This is an optimization exercise on Yosys and OpenROAD, whose aim is small area, a short achievable clock period and few clock cycles per item, not a production implementation.
Function was checked by simulation only, so behaviour that the tests miss may differ from the original.

`run.sh`:
```
#!/bin/bash
# synth_recipe.tcl (not shown) runs the flow's synth.tcl, then flattens the netlist and writes it again
# the make line also repeats each setting of config.mk as NAME=value (left out here)
make -C /OpenROAD-flow-scripts/flow DESIGN_CONFIG=/design/flow/config.mk WORK_HOME=/design/flow/orfs CLKGATE_MAP_FILE= SYNTH_SCRIPT=/design/flow/synth_recipe.tcl finish
```
`config.mk`:
```
export PLATFORM = sky130hd
export DESIGN_NAME = coordinate_seeded_lcg_picker
export DESIGN_NICKNAME = coordinate_seeded_lcg_picker
export VERILOG_FILES = /design/flow/design.v
export SDC_FILE = /design/flow/constraint.sdc
export NUM_CORES = 4
export LEC_CHECK = 0
export CAP_MARGIN = 20
export CORE_MARGIN = 2
export CORE_UTILIZATION = 40
export SLEW_MARGIN = 20
```
`constraint.sdc`:
```
create_clock -name core_clock -period 14.5 [get_ports {clk}]
set_input_delay 2.9000 -clock core_clock [delete_from_list [all_inputs] [get_ports {clk}]]
set_output_delay 2.9000 -clock core_clock [all_outputs]
set_load 0.01 [all_outputs]
```
`design.v`:
```
package lcp_pkg;
	localparam logic [63:0] LCG_MUL  = 64'h5851F42D4C957F2D;
	localparam logic [63:0] LCG_ADD  = 64'h14057B7EF767814F;
	localparam logic [31:0] HASH_MUL  = 32'd1284865837;
	localparam logic [31:0] HASH_MUL2 = 32'h018FADE9;    
	localparam logic [31:0] HASH_C1   = 32'h8D52EBE3;    
	localparam logic [2:0] OP_POS   = 3'd0;
	localparam logic [2:0] OP_DRAW  = 3'd1;
	localparam logic [2:0] OP_PICK2 = 3'd2;
	localparam logic [2:0] OP_PICK4 = 3'd3;
	localparam logic [2:0] OP_MODE  = 3'd4;
	function automatic logic [8:0] mode_of(input logic [7:0] i, input logic [7:0] j,
		input logic [7:0] k, input logic [7:0] l);
		logic [8:0] r;
		r = {1'b0, 8'd0};
		if (j == k && k == l) r = {1'b1, j};
		else if (i == j && j == k) r = {1'b1, i};
		else if (i == j && j == l) r = {1'b1, i};
		else if (i == k && k == l) r = {1'b1, i};
		else if (i == j && k != l) r = {1'b1, i};
		else if (i == k && j != l) r = {1'b1, i};
		else if (i == l && j != k) r = {1'b1, i};
		else if (j == k && i != l) r = {1'b1, j};
		else if (j == l && i != k) r = {1'b1, j};
		else if (k == l && i != j) r = {1'b1, k};
		mode_of = r;
	endfunction
	function automatic logic [11:0] mod4_step(input logic [11:0] r, input logic [1:0] d,
		input logic [12:0] n, input logic [13:0] n3);
		logic [13:0] x;
		logic [14:0] s1, s2, s3;
		logic [11:0] o;
		x  = {r, d};
		s1 = {1'b0, x} - {2'b0, n};
		s2 = {1'b0, x} - {1'b0, n, 1'b0};
		s3 = {1'b0, x} - {1'b0, n3};
		if (!s3[14]) o = s3[11:0];
		else if (!s2[14]) o = s2[11:0];
		else if (!s1[14]) o = s1[11:0];
		else o = x[11:0];
		mod4_step = o;
	endfunction
endpackage
module lcp_mac (
	input  logic [63:0] x,
	input  logic [63:0] y,
	input  logic [63:0] z,
	output logic [63:0] p
);
	assign p = x * y + z;
endmodule
module coordinate_seeded_lcg_picker #(
	parameter int MAX_BOUND = 4096
) (
	input  logic        clk,
	input  logic        arst_n,
	input  logic        cfg_valid,
	output logic        cfg_ready,
	input  logic        cfg_index,
	input  logic [63:0] cfg_data,
	input  logic        in_valid,
	output logic        in_ready,
	input  logic [2:0]  operation,
	input  logic signed [31:0] pos_x,
	input  logic signed [31:0] pos_y,
	input  logic [12:0] bound,
	input  logic [7:0]  value_a,
	input  logic [7:0]  value_b,
	input  logic [7:0]  value_c,
	input  logic [7:0]  value_d,
	output logic        out_valid,
	input  logic        out_ready,
	output logic [11:0] result_value
);
	localparam logic [12:0] MaxB = 13'(MAX_BOUND);
	localparam int          QW = 3;          
	localparam int          QD = 1 << QW;
	localparam int          ModSteps = 5;    
	localparam logic [4:0] PC_IDLE = 5'd0;
	localparam logic [4:0] PC_R0   = 5'd1;
	localparam logic [4:0] PC_R1   = 5'd2;
	localparam logic [4:0] PC_H0   = 5'd3;
	localparam logic [4:0] PC_P0   = 5'd4;    
	localparam logic [4:0] PC_P7   = 5'd11;
	localparam logic [4:0] PC_M0   = 5'd12;   
	localparam logic [4:0] PC_M5   = 5'd17;
	localparam logic [4:0] PC_S0   = 5'd18;   
	localparam logic [4:0] PC_S5   = 5'd23;
	localparam logic [4:0] PC_S7   = 5'd25;
	localparam logic [1:0] WK_DRAW  = 2'd0;
	localparam logic [1:0] WK_PICK2 = 2'd1;
	localparam logic [1:0] WK_PICK4 = 2'd2;
	logic [4:0]  pc;
	logic [63:0] mixr, seed, pp, run, vv, kk;
	logic [31:0] ww, tt, xi, yi;
	logic [12:0] bnd;
	logic [7:0]  va, vb, vc, vd;
	logic [1:0]  wkind;
	logic [11:0] hres;
	logic [11:0] qval [QD];
	logic [QD-1:0] qrdy;
	logic [QW-1:0] qwr, qrd;
	logic [QW:0]   qcnt;
	logic        mbusy;
	logic [2:0]  mcnt;
	logic [11:0] mrem;
	logic [39:0] mdiv;
	logic [12:0] mn;
	logic [13:0] mn3;
	logic [QW-1:0] mslot;
	logic        jq_v;
	logic [39:0] jq_sh;
	logic [12:0] jq_n;
	logic [QW-1:0] jq_slot;
	logic        eng_free, mload, jpush;
	logic [39:0] ld_sh;
	logic [12:0] ld_n;
	logic [QW-1:0] ld_slot;
	logic        word_busy, word_last, in_mix, in_seed;
	logic        cfg_acc, in_acc;
	logic        qfull, q_pop, q_push, first_stall, mfin, mstart;
	logic [11:0] push_val, mnext;
	logic        push_rdy;
	logic [8:0]  mode_r;
	logic [12:0] eff_bnd;
	logic [63:0] opx, opy, opz, prod;
	lcp_mac u_mac (
		.x (opx),
		.y (opy),
		.z (opz),
		.p (prod)
	);
	assign word_busy = (pc != PC_IDLE) && (pc < PC_M0);
	assign in_mix    = (pc >= PC_M0) && (pc <= PC_M5);
	assign in_seed   = (pc >= PC_S0);
	assign qfull     = (qcnt == (QW+1)'(QD));
	assign mfin      = mbusy && (mcnt == 3'(ModSteps - 1));
	assign eng_free  = !mbusy || mfin;
	always_comb begin
		first_stall = 1'b0;
		if (pc == PC_R0 || pc == PC_P0 || pc == PC_H0) first_stall = qfull;
		if (pc == PC_R0 && wkind == WK_DRAW && jq_v && !eng_free) first_stall = 1'b1;
	end
	assign word_last = (pc == PC_R1) || (pc == PC_P7) || (pc == PC_H0 && !first_stall);
	assign cfg_ready = !word_busy || word_last;
	assign in_ready  = (!word_busy || word_last) && !in_mix && !in_seed && !cfg_valid;
	assign cfg_acc   = cfg_valid && cfg_ready;
	assign in_acc    = in_valid && in_ready;
	assign mode_r = lcp_pkg::mode_of(value_a, value_b, value_c, value_d);
	always_comb begin
		if (bound == 13'd0) eff_bnd = 13'd1;
		else if (bound > MaxB) eff_bnd = MaxB;
		else eff_bnd = bound;
	end
	typedef struct packed {
		logic xm, xhm2, xhm, xv, xrun, xdupt;
		logic yrun, yk, yv, yyi, yt, ydupw;
		logic zc, zc1, zseed, zyi, zvhi, zxi, zmix;
		logic wk, wt, wv, wvhi, wrun, wmix, wseed, wp, wvw;
	} ctl_t;
	function automatic ctl_t decode(input logic [4:0] p);
		ctl_t c;
		c = '0;
		unique case (p)
			PC_R0:  begin c.xm = 1; c.yrun = 1; c.zc = 1; c.wk = 1; end
			PC_R1:  begin c.xrun = 1; c.yk = 1; c.zseed = 1; c.wrun = 1; end
			5'd4:   begin c.xm = 1; c.yv = 1; c.zc = 1; c.wk = 1; end
			5'd5:   begin c.xv = 1; c.yk = 1; c.zyi = 1; c.wk = 1; end
			5'd6:   begin c.xhm2 = 1; c.yv = 1; c.zc1 = 1; c.wt = 1; end
			5'd7:   begin c.xhm = 1; c.yyi = 1; c.zc = 1; c.wvhi = 1; end
			5'd8:   begin c.xv = 1; c.yt = 1; c.zvhi = 1; c.wt = 1; end
			5'd9:   begin c.xdupt = 1; c.yk = 1; c.zxi = 1; c.wk = 1; end
			5'd10:  begin c.xhm = 1; c.yk = 1; c.zc = 1; c.wt = 1; end
			5'd11:  begin c.xdupt = 1; c.yk = 1; c.zyi = 1; c.wrun = 1; end
			5'd12, 5'd14, 5'd16, 5'd20, 5'd22, 5'd24:
				begin c.xm = 1; c.yv = 1; c.zc = 1; c.wk = 1; end
			5'd13, 5'd15, 5'd19, 5'd21:
				begin c.xv = 1; c.yk = 1; c.zmix = 1; c.wv = 1; end
			5'd17:  begin c.xv = 1; c.yk = 1; c.zmix = 1; c.wv = 1; c.wmix = 1; end
			5'd18:  begin c.xm = 1; c.ydupw = 1; c.zc = 1; c.wk = 1; c.wvw = 1; end
			5'd23:  begin c.xv = 1; c.yk = 1; c.zmix = 1; c.wv = 1; c.wseed = 1; end
			5'd25:  begin c.xv = 1; c.yk = 1; c.wp = 1; end
			default: ;
		endcase
		decode = c;
	endfunction
	ctl_t ctl;
	logic [4:0] pc_n;
	always_comb begin
		opx = ({64{ctl.xm}} & lcp_pkg::LCG_MUL) |
			({64{ctl.xhm2}} & {32'd0, lcp_pkg::HASH_MUL2}) |
			({64{ctl.xhm}} & {32'd0, lcp_pkg::HASH_MUL}) |
			({64{ctl.xv}} & vv) | ({64{ctl.xrun}} & run) | ({64{ctl.xdupt}} & {tt, tt});
		opy = ({64{ctl.yrun}} & run) | ({64{ctl.yk}} & kk) | ({64{ctl.yv}} & vv) |
			({64{ctl.yyi}} & {32'd0, yi}) | ({64{ctl.yt}} & {32'd0, tt}) |
			({64{ctl.ydupw}} & {ww, ww});
		opz = ({64{ctl.zc}} & lcp_pkg::LCG_ADD) | ({64{ctl.zc1}} & {32'd0, lcp_pkg::HASH_C1}) |
			({64{ctl.zseed}} & seed) | ({64{ctl.zyi}} & {{32{yi[31]}}, yi}) |
			({64{ctl.zvhi}} & {32'd0, vv[63:32]}) | ({64{ctl.zxi}} & {{32{xi[31]}}, xi}) |
			({64{ctl.zmix}} & mixr);
	end
	always_comb begin
		pc_n = pc;
		if (cfg_acc) begin
			if (cfg_index == 1'b0) pc_n = PC_M0;
			else if (!in_mix) pc_n = PC_S0;
			else pc_n = pc + 5'd1;
		end else if (in_acc) begin
			if (operation == lcp_pkg::OP_POS) pc_n = PC_P0;
			else if (operation == lcp_pkg::OP_DRAW || operation == lcp_pkg::OP_PICK2 ||
				operation == lcp_pkg::OP_PICK4 || (operation == lcp_pkg::OP_MODE && !mode_r[8]))
				pc_n = PC_R0;
			else pc_n = PC_H0;
		end else begin
			unique case (pc)
				PC_IDLE: ;
				PC_R0:   if (!first_stall) pc_n = PC_R1;
				PC_R1:   pc_n = PC_IDLE;
				PC_H0:   if (!first_stall) pc_n = PC_IDLE;
				PC_P0:   if (!first_stall) pc_n = pc + 5'd1;
				PC_P7:   pc_n = PC_IDLE;
				PC_S7:   pc_n = PC_IDLE;
				default: pc_n = pc + 5'd1;
			endcase
		end
	end
	always_comb begin
		q_push   = 1'b0;
		push_val = 12'd0;
		push_rdy = 1'b1;
		mstart   = 1'b0;
		if (!first_stall) begin
			if (pc == PC_H0) begin
				q_push   = 1'b1;
				push_val = hres;
			end
			if (pc == PC_P0) q_push = 1'b1;
			if (pc == PC_R0) begin
				q_push = 1'b1;
				unique case (wkind)
					WK_DRAW: begin push_rdy = 1'b0; mstart = 1'b1; end
					WK_PICK2: push_val = {4'd0, run[24] ? vb : va};
					default: begin
						unique case (run[25:24])
							2'd0: push_val = {4'd0, va};
							2'd1: push_val = {4'd0, vb};
							2'd2: push_val = {4'd0, vc};
							default: push_val = {4'd0, vd};
						endcase
					end
				endcase
			end
		end
	end
	assign out_valid    = (qcnt != '0) && qrdy[qrd];
	assign result_value = qval[qrd];
	assign q_pop        = out_valid && out_ready;
	always_comb begin
		mload   = 1'b0;
		jpush   = 1'b0;
		ld_sh   = jq_sh;
		ld_n    = jq_n;
		ld_slot = jq_slot;
		if (eng_free && jq_v) begin
			mload = 1'b1;
			jpush = mstart;
		end else if (eng_free && mstart) begin
			mload   = 1'b1;
			ld_sh   = run[63:24];
			ld_n    = bnd;
			ld_slot = qwr;
		end else begin
			jpush = mstart;
		end
	end
	always_comb begin
		logic [11:0] r;
		r = mrem;
		for (int i = 0; i < 4; i++) r = lcp_pkg::mod4_step(r, mdiv[39 - 2 * i -: 2], mn, mn3);
		mnext = r;
	end
	always_ff @(posedge clk or negedge arst_n) begin
		if (!arst_n) begin
			pc    <= PC_IDLE;
			ctl   <= '0;
			mixr  <= 64'd0;
			seed  <= 64'd0;
			pp    <= 64'd0;
			run   <= 64'd0;
			ww    <= 32'd0;
			qrdy  <= '0;
			qwr   <= '0;
			qrd   <= '0;
			qcnt  <= '0;
			mbusy <= 1'b0;
			mcnt  <= 3'd0;
			jq_v  <= 1'b0;
		end else begin
			pc  <= pc_n;
			ctl <= decode(pc_n);
			if (cfg_acc && cfg_index == 1'b0) mixr <= cfg_data;
			else if (ctl.wmix) mixr <= prod;
			if (cfg_acc && cfg_index == 1'b1) ww <= cfg_data[31:0];
			if (ctl.wseed) seed <= prod;
			if (ctl.wp) pp <= prod;
			if (ctl.wrun) run <= prod;
			if (q_push) begin
				qrdy[qwr] <= push_rdy;
				qwr       <= qwr + 1'b1;
			end
			if (mfin) qrdy[mslot] <= 1'b1;
			if (q_pop) qrd <= qrd + 1'b1;
			qcnt <= qcnt + (QW+1)'(q_push) - (QW+1)'(q_pop);
			if (eng_free && jq_v) jq_v <= jpush;
			else if (jpush) jq_v <= 1'b1;
			if (mload) begin
				mbusy <= 1'b1;
				mcnt  <= 3'd0;
			end else if (mfin) begin
				mbusy <= 1'b0;
			end else if (mbusy) begin
				mcnt <= mcnt + 3'd1;
			end
		end
	end
	always_ff @(posedge clk) begin
		if (cfg_acc && cfg_index == 1'b0) vv <= cfg_data;
		else if (in_acc) vv <= pp + {{32{pos_x[31]}}, pos_x};
		else if (ctl.wvw) vv <= {32'd0, ww};
		else if (ctl.wvhi) vv[63:32] <= prod[31:0];
		else if (ctl.wv) vv <= prod;
		if (ctl.wk) kk <= prod;
		if (ctl.wt) tt <= prod[31:0];
		if (in_acc) begin
			xi  <= pos_x;
			yi  <= pos_y;
			bnd <= eff_bnd;
			va  <= value_a;
			vb  <= value_b;
			vc  <= value_c;
			vd  <= value_d;
			hres <= (operation == lcp_pkg::OP_MODE) ? {4'd0, mode_r[7:0]} : 12'd0;
			if (operation == lcp_pkg::OP_DRAW) wkind <= WK_DRAW;
			else if (operation == lcp_pkg::OP_PICK2) wkind <= WK_PICK2;
			else wkind <= WK_PICK4;
		end
		if (q_push) qval[qwr] <= push_val;
		if (mfin) qval[mslot] <= mnext;
		if (jpush) begin
			jq_sh   <= run[63:24];
			jq_n    <= bnd;
			jq_slot <= qwr;
		end
		if (mload) begin
			mdiv  <= ld_sh;
			mrem  <= ld_sh[39] ? 12'(ld_n - 13'd1) : 12'd0;
			mn    <= ld_n;
			mn3   <= {1'b0, ld_n} + {ld_n, 1'b0};
			mslot <= ld_slot;
		end else if (mbusy) begin
			mdiv <= {mdiv[31:0], 8'd0};
			mrem <= mnext;
		end
	end
endmodule
```
==> run_results.csv <==
group,metric,value,unit
clocking,cts.htree.levels,3,
die,die_w,536.3,um
drt,routed_wl,488300,um
die,coreArea,282000,um^2
synth,synth_area,113300,um^2
run,max_cap_viol_count,0,
final_layout,final_nets,14605,
clocking,numCtsBuffers,84,
critical_path,worstPathRequired,14.99,ns
sta,fmax,78.20,MHz
drt,vias,92596,
synth,seq_area_frac_synth,21.03,%
hold_path,min_path_type,"reg2reg",
sta,post-route-period-util,88.20,%
synth,synthCells,11961,
clocking,cts_sinks,850,
sta,layout_min_cycle_time,12.79,ns
clocking,cts_tree,"yes",
die,initial_core_util,40.18,%
drt,routed_via_density,5.865,
synth,ys_seq_elements,850,
clocking,cts_resized,0,
sta,maxSlewHeadroom,11.54,%
synth,avgSynthCellArea,9.474,um^2
critical_path,crit_path_frequent_cell,"fa_1",
synth,synth_top_cell_by_area,"fa_1",
sta,setup_viol,0,
synth,synthTopCellsByArea,"fa_1 34%, edfxtp_1 14%, dfrtp_1 7.5%",
critical_path,critical_path.max_fanout,35,
critical_path,worstPathArrival,13.27,ns
global_routing,grt_pass1_wl,693400,um
drt,drtIter0Drc,11301,
global_routing,grt_max_degree,126,
place,io_buffers,196,
sta,clock_skew,0.08883,ns
sta,finalHoldViolCount,0,
synth,yosysMostFrequentCell,"inv_1",
final_layout,fill_cells,27692,
die,rows,195,
drt,drc_errors,0,
synth,synthDistinctLibCells,100,
synth,async_reset_ff_share,39.76,%
synth,synth_edf_count,512,
final_layout,area_growth_syn_to_layout,8.929,%
drt,first_pass_iters,6,
place,place_congestion,1.045,
clocking,post-cts-setup-buffers,0,
sta,drv_slew,0,
critical_path,max_stage_delay,1.05,ns
run_status,status,"timing/DRC/antenna clean",
global_routing,antenna_found_initial,70,
drt,ant_nets,0,
clocking,cts_hold_buffers,0,
critical_path,start_kind,"register",
clocking,clk_latency,0.73,ns
die,dieArea,287600,um^2
final_layout,post-route-util,43.76,%
global_routing,gr-total-overflow,0,
critical_path,cpMaxStageDelayCell,"a22oi_1",
sta,rsz0062_at_grt,"no",
clocking,root_buffer,"clkbuf_16",
critical_path,reg2reg_depth,33,
synth,syn_nets,14641,
synth,ys.flop_type,"edfxtp_1",
global_routing,grt_pass1_vias,93378,
sta,setup_tns,0,ns
place,hpwlAfterDp,386500,um
die,die_y,536.3,um
hold_path,holdPathStages,0,
clocking,clkTransAtPathRegs,0.07,ns
die,ios,197,
final_layout,layout-drive-gt1-share,7.544,%
global_routing,grt_use_total,34.12,%
synth,netlist_top_cells_count,"2070 x inv_1, 1908 x fa_1, 1482 x nand2_1, 1350 x nor2_1, 590 x ha_1",
sta,worstMarginPinSlew,1.323,ns
drt,routedWlPerCell,30.93,um
critical_path,worstSetupPathType,"reg2reg",
synth,ys_warn_count,1,
clocking,max-clock-path-buffers,3,
critical_path,crit_path_end_kind,"register",
synth,synth_top_area_share,33.71,%
==> logic make-up (layout without fill, tap and decap cells) <==
family / Yosys count / count (layout) / share of synthesized area [%]
adders and majority gates: 2498 / 2498 / 40.22
DFF: 850 / 850 / 21.03
other: 0 / 49 / 0
buffers and inverters: 2723 / 2758 / 9.035
muxes: 446 / 446 / 4.515
and+or+nand+nor: 3501 / 3501 / 12.98
xor gates and xnor gates: 406 / 406 / 3.138
AOI/OAI and AO/OA: 1537 / 1537 / 9.079
==> flip-flops by register name, summed over array words and instances, names as in the netlist, 22 cells and up <==
register,count
tt,32
seed,64
run,64
mixr,64
xi,32
jq_sh,40
kk,64
vv,64
ctl,22
pp,64
yi,32
qval,96
ww,32
mdiv,40
==> layout by cell type (no fill, tap or decap), types with 43 or more instances in the layout <==
cell type | synthesis | layout
a21o_1 | 121 | 121
a21oi_1 | 365 | 364
a221oi_1 | 45 | 43
a22oi_1 | 246 | 246
and2_1 | 61 | 61
and3_1 | 98 | 83
buf_4 | 2 | 324
clkbuf_16 | 0 | 85
clkdlybuf4s50_1 | 0 | 195
dfrtp_1 | 338 | 323
diode_2 | 0 | 49
edfxtp_1 | 512 | 512
fa_1 | 1908 | 1908
ha_1 | 590 | 590
inv_1 | 2070 | 2069
mux2_2 | 249 | 249
mux2i_1 | 168 | 168
nand2_1 | 1482 | 1480
nand2b_1 | 69 | 69
nand3_1 | 150 | 135
nand4_1 | 59 | 59
nor2_1 | 1350 | 1343
nor2b_1 | 58 | 57
nor3_1 | 51 | 49
o21a_1 | 61 | 61
o21ai_0 | 316 | 309
xnor2_1 | 275 | 262
xor2_1 | 131 | 126
==> critical path: cells and delay by family (launching register included) <==
kind / cells / cell delay (ns)
adder cells (fa/ha/maj): 11 / 5.51
AO/OA/AOI/OAI: 8 / 2.88
AND/OR/NAND/NOR: 5 / 2.05
buffers and inverters: 8 / 1.23
flip-flops: 1 / 0.68
XOR/XNOR: 1 / 0.19
==> cell type report <==
class / instances / area (um^2) / share of cell area, %
timing repair buffer: 531 / 4582 / 3.712
tap: 3743 / 4683 / 3.794
multi-input combinational: 8388 / 79640 / 64.52
antenna: 49 / 122.6 / 0.09934
clock buffer: 114 / 2346 / 1.901
clock inverter: 43 / 422.9 / 0.3426
sequential: 850 / 23860 / 19.33
inverter: 2070 / 7775 / 6.299
==> worst paths after layout <==
| check | start | end | slack, ns |
|---|---|---|---|
| setup reg to reg | ctl[23]$_DFF_PN0_ | vv[63]$_DFFE_PP_ | 1.71 |
| hold / removal | bnd[12]$_SDFFCE_PP0P_ | jq_n[12]$_DFFE_PP_ | 0.45 |
| hold reg to reg | bnd[12]$_SDFFCE_PP0P_ | jq_n[12]$_DFFE_PP_ | 0.45 |
| max in group asynchronous | arst_n | seed[45]$_DFFE_PN0P_ | 9.99 |
| setup / recovery | ctl[23]$_DFF_PN0_ | vv[63]$_DFFE_PP_ | 1.71 |
| min in group asynchronous | arst_n | pp[10]$_DFFE_PN0P_ | 2.27 |
==> layer usage <==
metal | track usage, % | up-vias | routed length, um
met1 | 42.46 | 47028 | 180600
met2 | 49.50 | 5893 | 204900
li1 | - | 37935 | -
met5 | 0 | - | 536
met3 | 11.42 | 1686 | 58650
met4 | 24.53 | 54 | 43630
==> metrics by stage <==
step	hold slack (ns)	cell area [um^2]	setup slack, ns	cells
final	0.4548	123400	1.711	15788
after global routing	0.4789	123300	0.8089	15741
after CTS	0.4610	123200	1.822	15734
after detailed placement	0.4373	120500	1.831	15577
after global placement	0.4494	120400	2.018	15577
after floorplan	0.4231	113300	4.164	11961
Testbench counts, summed over its fixed seeds: cycles 16,905, items 4,800.

-- afterwards: timing with drivers on the ports --
The flow's constraints put no driver on any port. The routed layout listed below was extracted and timed again, unchanged, in two steps. Step 1 (the two cells are an assumption about what drives the block):
set clk [get_ports {clk}]
set_driving_cell -lib_cell sky130_fd_sc_hd__clkbuf_16 $clk
set_driving_cell -lib_cell sky130_fd_sc_hd__buf_2 [delete_from_list [all_inputs] $clk]
Step 2 moves the port delays by t, midway between the first and last clock arrival at a register: inputs arrive t later, outputs are due t later. That takes back most of the time a late clock gives input paths. a / b / c = ideal ports / drivers / drivers and shift; a / b = the first two.
t, ns: 0.766
slack for setup (ns): 1.711 / 1.711 / 1.711
worst register clock-pin slew, ns: 0.08 / 0.08
cell pins on the clock port's net: 1
After both steps setup and hold are still met in this run. For this run, drivers alone change the setup slack by 0.000 ns; drivers and shift together by 0.000 ns.
